From an optimization exercise on the open Yosys and OpenROAD flow, aimed at small area, a short achievable clock period and few clock cycles per item; shortcuts taken in it are not production practice. The RTL was checked by simulation tests, not by an equivalence proof against the original design.

==> trial 2 <==
==> flow/design.v <==
`timescale 1ns/1ps
`default_nettype none
module mem_island_top (
   input  wire logic         clk_i,
   input  wire logic         rst_ni,
   input  wire logic         narrow_req_i,
   output      logic         narrow_gnt_o,
   input  wire logic [15:0]  narrow_addr_i,
   input  wire logic         narrow_we_i,
   input  wire logic [31:0]  narrow_wdata_i,
   input  wire logic [3:0]   narrow_strb_i,
   output      logic         narrow_rvalid_o,
   output      logic [31:0]  narrow_rdata_o,
   input  wire logic         wide_req_i,
   output      logic         wide_gnt_o,
   input  wire logic [15:0]  wide_addr_i,
   input  wire logic         wide_we_i,
   input  wire logic [63:0]  wide_wdata_i,
   input  wire logic [7:0]   wide_strb_i,
   output      logic         wide_rvalid_o,
   output      logic [63:0]  wide_rdata_o
);
   logic [127:0][31:0] mem_q;
   logic        n_nogo_q, n_acc;
   logic        n_v_q;
   logic [31:0] n_wd_q;
   logic [7:0][3:0] n_lo_st_q;    
   logic [15:0]     n_hi_q;       
   logic [1:0][3:0] n_bsel_q;     
   logic [7:0]      n_bank_q;     
   logic [7:0]  n_lo_oh;
   logic [15:0] n_hi_oh;
   logic        n_wr_nxt, n_rd_nxt;
   assign narrow_gnt_o = ~n_nogo_q;
   assign n_acc        = narrow_req_i & ~n_nogo_q;
   assign n_wr_nxt     = n_acc &  narrow_we_i;
   assign n_rd_nxt     = n_acc & ~narrow_we_i;
   always_comb begin
      n_lo_oh = '0;
      n_hi_oh = '0;
      n_lo_oh[narrow_addr_i[4:2]] = 1'b1;
      n_hi_oh[narrow_addr_i[8:5]] = 1'b1;
   end
   always_ff @(posedge clk_i or negedge rst_ni) begin
      if (!rst_ni) n_v_q <= 1'b0;
      else         n_v_q <= n_acc;
   end
   always_ff @(posedge clk_i) begin
      n_wd_q <= narrow_wdata_i;
      n_hi_q <= n_hi_oh;
      for (int l = 0; l < 8; l++) begin
         n_lo_st_q[l] <= {4{n_wr_nxt & n_lo_oh[l]}} & narrow_strb_i;
         n_bank_q[l]  <= n_rd_nxt & n_lo_oh[l];
      end
      for (int p = 0; p < 2; p++) begin
         n_bsel_q[p] <= {4{n_wr_nxt & (narrow_addr_i[2] == p[0])}} & narrow_strb_i;
      end
   end
   logic        w_v_q, w_we_q;
   logic [5:0]  w_a_q;
   logic [63:0] w_wd_q;
   logic [7:0]  w_st_q;
   logic        w_acc, w_adv, w_blk_q, w_blk_nxt;
   logic [1:0]  w_lost_q;
   logic        wv_nxt, wwe_nxt;
   logic [5:0]  wa_nxt;
   logic [63:0] wwd_nxt;
   logic [7:0]  wst_nxt;
   assign wide_gnt_o = ~w_blk_q;
   assign w_acc      = wide_req_i & ~w_blk_q;
   assign w_adv      = ~w_blk_q;
   always_comb begin
      if (!w_adv) begin
         wv_nxt  = w_v_q;
         wwe_nxt = w_we_q;
         wa_nxt  = w_a_q;
         wwd_nxt = w_wd_q;
         wst_nxt = w_st_q;
      end else begin
         wv_nxt  = w_acc;
         wwe_nxt = wide_we_i;
         wa_nxt  = wide_addr_i[8:3];
         wwd_nxt = wide_wdata_i;
         wst_nxt = wide_strb_i;
      end
   end
   logic [3:0] wst_half_nxt;
   assign wst_half_nxt = narrow_addr_i[2] ? wst_nxt[7:4] : wst_nxt[3:0];
   assign w_blk_nxt = n_acc & wv_nxt &
                      ((~narrow_we_i & ~wwe_nxt & (narrow_addr_i[4:3] == wa_nxt[1:0])) |
                       ( narrow_we_i &  wwe_nxt & |(narrow_strb_i & wst_half_nxt)));
   always_ff @(posedge clk_i or negedge rst_ni) begin
      if (!rst_ni) begin
         w_v_q    <= 1'b0;
         w_blk_q  <= 1'b0;
         w_lost_q <= '0;
         n_nogo_q <= 1'b0;
      end else begin
         w_v_q   <= wv_nxt;
         w_blk_q <= w_blk_nxt;
         if (w_blk_q) begin
            if (w_lost_q != 2'd3) w_lost_q <= w_lost_q + 2'd1;
         end else begin
            w_lost_q <= '0;
         end
         n_nogo_q <= w_blk_q & (w_lost_q >= 2'd2);
      end
   end
   always_ff @(posedge clk_i) begin
      w_we_q <= wwe_nxt;
      w_a_q  <= wa_nxt;
      w_wd_q <= wwd_nxt;
      w_st_q <= wst_nxt;
   end
   logic [3:0][1:0][3:0] w_lo_st_q;    
   logic [15:0]          w_hi_q;       
   logic [3:0]           w_pair_q;     
   logic [3:0]           w_m_oh;
   logic [15:0]          w_hi_oh;
   always_comb begin
      w_m_oh  = '0;
      w_hi_oh = '0;
      w_m_oh[wa_nxt[1:0]]  = 1'b1;
      w_hi_oh[wa_nxt[5:2]] = 1'b1;
   end
   always_ff @(posedge clk_i) begin
      w_hi_q   <= w_hi_oh;
      w_pair_q <= w_m_oh;
      for (int m = 0; m < 4; m++) begin
         for (int h = 0; h < 2; h++) begin
            w_lo_st_q[m][h] <= {4{wv_nxt & wwe_nxt & w_m_oh[m]}} & wst_nxt[4*h +: 4];
         end
      end
   end
   logic [1:0][31:0] bus_d;
   logic [15:0]      w_hi_ok;
   assign w_hi_ok = w_hi_q & {16{~w_blk_q}};
   always_comb begin
      for (int p = 0; p < 2; p++) begin
         for (int j = 0; j < 4; j++) begin
            bus_d[p][8*j +: 8] = n_bsel_q[p][j] ? n_wd_q[8*j +: 8] : w_wd_q[32*p + 8*j +: 8];
         end
      end
   end
   for (genvar w = 0; w < 128; w++) begin : gen_word
      for (genvar j = 0; j < 4; j++) begin : gen_byte
         logic en;
         assign en = (n_lo_st_q[w % 8][j] & n_hi_q[w / 8]) |
                     (w_lo_st_q[(w % 8) / 2][w % 2][j] & w_hi_ok[w / 8]);
         always_ff @(posedge clk_i) begin
            if (en) mem_q[w][8*j +: 8] <= bus_d[w % 2][8*j +: 8];
         end
      end
   end
   logic [7:0][15:0] row_oh_q;
   always_ff @(posedge clk_i) begin
      for (int b = 0; b < 8; b++) begin
         if (n_rd_nxt && n_lo_oh[b]) row_oh_q[b] <= n_hi_oh;
         else                        row_oh_q[b] <= w_hi_oh;
      end
   end
   logic [7:0][31:0] bank_out;
   always_comb begin
      for (int b = 0; b < 8; b++) begin
         bank_out[b] = '0;
         for (int r = 0; r < 16; r++) begin
            bank_out[b] = bank_out[b] | (mem_q[r*8 + b] & {32{row_oh_q[b][r]}});
         end
      end
   end
   logic [31:0] n_rdata_d;
   logic [63:0] w_rdata_d;
   always_comb begin
      n_rdata_d = '0;
      w_rdata_d = '0;
      for (int b = 0; b < 8; b++) begin
         n_rdata_d = n_rdata_d | (bank_out[b] & {32{n_bank_q[b]}});
      end
      for (int m = 0; m < 4; m++) begin
         w_rdata_d = w_rdata_d | ({bank_out[2*m+1], bank_out[2*m]} & {64{w_pair_q[m]}});
      end
   end
   logic        n_rv_q, w_rv_q;
   logic [31:0] n_rdata_q;
   logic [63:0] w_rdata_q;
   always_ff @(posedge clk_i or negedge rst_ni) begin
      if (!rst_ni) begin
         n_rv_q <= 1'b0;
         w_rv_q <= 1'b0;
      end else begin
         n_rv_q <= n_v_q;
         w_rv_q <= w_v_q & ~w_blk_q;
      end
   end
   always_ff @(posedge clk_i) begin
      n_rdata_q <= n_rdata_d;
      w_rdata_q <= w_rdata_d;
   end
   assign narrow_rvalid_o = n_rv_q;
   assign narrow_rdata_o  = n_rdata_q;
   assign wide_rvalid_o   = w_rv_q;
   assign wide_rdata_o    = w_rdata_q;
endmodule
`default_nettype wire
==> flow/run.sh <==
#!/bin/bash
# synth_recipe.tcl (not shown) runs the flow's synth.tcl, then flattens the netlist and writes it again
# the make line also repeats each setting of config.mk as NAME=value (left out here)
make -C /OpenROAD-flow-scripts/flow DESIGN_CONFIG=/design/flow/config.mk WORK_HOME=/design/flow/orfs CLKGATE_MAP_FILE= SYNTH_SCRIPT=/design/flow/synth_recipe.tcl finish
==> flow/config.mk <==
export PLATFORM = sky130hd
export DESIGN_NAME = mem_island_top
export DESIGN_NICKNAME = mem_island_top
export VERILOG_FILES = /design/flow/design.v
export SDC_FILE = /design/flow/constraint.sdc
export NUM_CORES = 4
export LEC_CHECK = 0
export CAP_MARGIN = 20
export CELL_PAD_IN_SITES_DETAIL_PLACEMENT = 1
export CELL_PAD_IN_SITES_GLOBAL_PLACEMENT = 2
export CORE_MARGIN = 2
export CORE_UTILIZATION = 45
export PLACE_DENSITY = 0.55
export SETUP_SLACK_MARGIN = 5.0
export SLEW_MARGIN = 20
==> flow/constraint.sdc <==
create_clock -name core_clock -period 8.0 [get_ports {clk_i}]
set_input_delay 1.6000 -clock core_clock [delete_from_list [all_inputs] [get_ports {clk_i}]]
set_output_delay 1.6000 -clock core_clock [all_outputs]
set_load 0.01 [all_outputs]
==> trial 19 (differences from trial 2) <==
--- a/flow/design.v
+++ b/flow/design.v
@@ -23,3 +23,3 @@
    logic [127:0][31:0] mem_q;
-   logic        n_nogo_q, n_acc;
+   logic        n_nogo_q, n_gnt_q, n_acc;
    logic        n_v_q;
@@ -33,3 +33,3 @@
    logic        n_wr_nxt, n_rd_nxt;
-   assign narrow_gnt_o = ~n_nogo_q;
+   assign narrow_gnt_o = n_gnt_q;
    assign n_acc        = narrow_req_i & ~n_nogo_q;
@@ -62,3 +62,3 @@
    logic [7:0]  w_st_q;
-   logic        w_acc, w_adv, w_blk_q, w_blk_nxt;
+   logic        w_acc, w_adv, w_blk_q, w_blk_nxt, w_gnt_q;
    logic [1:0]  w_lost_q;
@@ -68,3 +68,3 @@
    logic [7:0]  wst_nxt;
-   assign wide_gnt_o = ~w_blk_q;
+   assign wide_gnt_o = w_gnt_q;
    assign w_acc      = wide_req_i & ~w_blk_q;
@@ -109,2 +109,6 @@
    always_ff @(posedge clk_i) begin
+      n_gnt_q <= ~(w_blk_q & (w_lost_q >= 2'd2));
+      w_gnt_q <= ~w_blk_nxt;
+   end
+   always_ff @(posedge clk_i) begin
       w_we_q <= wwe_nxt;
@@ -126,3 +130,3 @@
    always_ff @(posedge clk_i) begin
-      w_hi_q   <= w_hi_oh;
+      w_hi_q   <= w_hi_oh & {16{~w_blk_nxt}};
       w_pair_q <= w_m_oh;
@@ -136,3 +140,3 @@
    logic [15:0]      w_hi_ok;
-   assign w_hi_ok = w_hi_q & {16{~w_blk_q}};
+   assign w_hi_ok = w_hi_q;
    always_comb begin
@@ -154,7 +158,6 @@
    end
-   logic [7:0][15:0] row_oh_q;
-   always_ff @(posedge clk_i) begin
+   logic [7:0][15:0] row_oh;
+   always_comb begin
       for (int b = 0; b < 8; b++) begin
-         if (n_rd_nxt && n_lo_oh[b]) row_oh_q[b] <= n_hi_oh;
-         else                        row_oh_q[b] <= w_hi_oh;
+         row_oh[b] = n_bank_q[b] ? n_hi_q : w_hi_q;
       end
@@ -166,3 +169,3 @@
          for (int r = 0; r < 16; r++) begin
-            bank_out[b] = bank_out[b] | (mem_q[r*8 + b] & {32{row_oh_q[b][r]}});
+            bank_out[b] = bank_out[b] | (mem_q[r*8 + b] & {32{row_oh[b][r]}});
          end
@@ -185,10 +188,5 @@
    logic [63:0] w_rdata_q;
-   always_ff @(posedge clk_i or negedge rst_ni) begin
-      if (!rst_ni) begin
-         n_rv_q <= 1'b0;
-         w_rv_q <= 1'b0;
-      end else begin
-         n_rv_q <= n_v_q;
-         w_rv_q <= w_v_q & ~w_blk_q;
-      end
+   always_ff @(posedge clk_i) begin
+      n_rv_q <= n_v_q;
+      w_rv_q <= w_v_q & ~w_blk_q;
    end
- CORE_UTILIZATION: 45 -> 60
- CTS_CLUSTER_DIAMETER: unset -> 100
- CTS_CLUSTER_SIZE: unset -> 20
- PLACE_DENSITY: 0.55 -> 0.7
==> build 94 (differences from trial 2) <==
--- a/flow/design.v
+++ b/flow/design.v
@@ -23,3 +23,3 @@
    logic [127:0][31:0] mem_q;
-   logic        n_nogo_q, n_acc;
+   logic        n_nogo_q, n_gnt_q, n_acc;
    logic        n_v_q;
@@ -33,3 +33,3 @@
    logic        n_wr_nxt, n_rd_nxt;
-   assign narrow_gnt_o = ~n_nogo_q;
+   assign narrow_gnt_o = n_gnt_q;
    assign n_acc        = narrow_req_i & ~n_nogo_q;
@@ -62,3 +62,3 @@
    logic [7:0]  w_st_q;
-   logic        w_acc, w_adv, w_blk_q, w_blk_nxt;
+   logic        w_acc, w_adv, w_blk_q, w_blk_nxt, w_gnt_q;
    logic [1:0]  w_lost_q;
@@ -68,3 +68,3 @@
    logic [7:0]  wst_nxt;
-   assign wide_gnt_o = ~w_blk_q;
+   assign wide_gnt_o = w_gnt_q;
    assign w_acc      = wide_req_i & ~w_blk_q;
@@ -97,2 +97,4 @@
          n_nogo_q <= 1'b0;
+         n_gnt_q  <= 1'b1;
+         w_gnt_q  <= 1'b1;
       end else begin
@@ -106,2 +108,4 @@
          n_nogo_q <= w_blk_q & (w_lost_q >= 2'd2);
+         n_gnt_q  <= ~(w_blk_q & (w_lost_q >= 2'd2));
+         w_gnt_q  <= ~w_blk_nxt;
       end
@@ -126,3 +130,3 @@
    always_ff @(posedge clk_i) begin
-      w_hi_q   <= w_hi_oh;
+      w_hi_q   <= w_hi_oh & {16{~w_blk_nxt}};
       w_pair_q <= w_m_oh;
@@ -136,3 +140,3 @@
    logic [15:0]      w_hi_ok;
-   assign w_hi_ok = w_hi_q & {16{~w_blk_q}};
+   assign w_hi_ok = w_hi_q;
    always_comb begin
@@ -154,7 +158,6 @@
    end
-   logic [7:0][15:0] row_oh_q;
-   always_ff @(posedge clk_i) begin
+   logic [7:0][15:0] row_oh;
+   always_comb begin
       for (int b = 0; b < 8; b++) begin
-         if (n_rd_nxt && n_lo_oh[b]) row_oh_q[b] <= n_hi_oh;
-         else                        row_oh_q[b] <= w_hi_oh;
+         row_oh[b] = n_bank_q[b] ? n_hi_q : w_hi_q;
       end
@@ -166,3 +169,3 @@
          for (int r = 0; r < 16; r++) begin
-            bank_out[b] = bank_out[b] | (mem_q[r*8 + b] & {32{row_oh_q[b][r]}});
+            bank_out[b] = bank_out[b] | (mem_q[r*8 + b] & {32{row_oh[b][r]}});
          end
- CORE_UTILIZATION: 45 -> 55
- CTS_CLUSTER_DIAMETER: unset -> 100
- CTS_CLUSTER_SIZE: unset -> 20
- PLACE_DENSITY: 0.55 -> 0.65
==> flow_metrics.env <==
export IMPL_outcome="timing/DRC/antenna clean"
export IMPL_design_power_total_mw=44.6
export IMPL_nFillCells=24600
export IMPL_fin_ws_ns=4.78
export IMPL_comb_power_share_pct=12.1
export IMPL_cts_resized=1239
export IMPL_cp_depth=1
export IMPL_period_needed_ns=3.22
export IMPL_seqAreaFraction_pct=70.3
export IMPL_yosys_top_cells_area="edfxtp_1 76%, a22o_1 7.5%, a221oi_1 4.7%"
export IMPL_synth_mux_area_share_pct=1.53
export IMPL_finalCritPeriodShare_pct=40.2
# the run above: build 94

==> flow_metrics.env <==
export IMPL_yosys_top_cells_area="edfxtp_1 76%, a22o_1 7.5%, a221oi_1 4.7%"
export IMPL_fin_ws_ns=4.60
export IMPL_seqAreaFraction_pct=70.4
export IMPL_synth_mux_area_share_pct=1.53
export IMPL_outcome="timing/DRC/antenna clean"
export IMPL_period_needed_ns=3.40
export IMPL_nFillCells=21400
export IMPL_finalCritPeriodShare_pct=42.5
# the run above: trial 19

==> flow_metrics.env <==
export IMPL_outcome="timing/DRC/antenna clean"
export IMPL_nFillCells=32600
export IMPL_cts_resized=710
export IMPL_period_needed_ns=3.43
export IMPL_comb_power_share_pct=9.7
export IMPL_seqAreaFraction_pct=69.6
export IMPL_fin_ws_ns=4.57
# the run above: trial 2

Testbench counts of trial 2, summed over its fixed seeds: cycles 12,431, items 20,000.
Testbench counts of trial 19, summed over its fixed seeds: cycles 12,431, items 20,000.
Testbench counts of build 94, summed over its fixed seeds: cycles 12,431, items 20,000.

[static timing again, ports no longer ideal]
The flow's constraints put no driver on any port. The routed layouts listed below were extracted and timed again, unchanged, in two steps. Step 1: set_driving_cell puts a clkbuf_16 on clk_i and a buf_2 on each other input, an assumption about the parent block. Step 2 times the ports against the registers' clock, not the clock port: input delays grow and output delays shrink by t, the midpoint of the rising clock arrivals with the driver on. a / b / c = ideal ports / drivers / drivers and shift; a / b = the first two.
run	shift t [ns]	setup slack, ns	worst setup path after step 2	worst register clock-pin slew, ns	worst slew at a driven data input, ns
trial 2	1.129	4.567 / 4.441 / 3.889	input to register	0.07 / 0.07	0.25
trial 19	1.096	4.603 / 4.603 / 3.984	input to register	0.10 / 0.10	0.12
build 94	1.082	4.781 / 4.672 / 4.012	input to register	0.10 / 0.10	0.11
After both steps setup and hold are still met in every run listed. For build 94, which loses most, drivers alone change the setup slack by -0.109 ns; drivers and shift together by -0.769 ns.
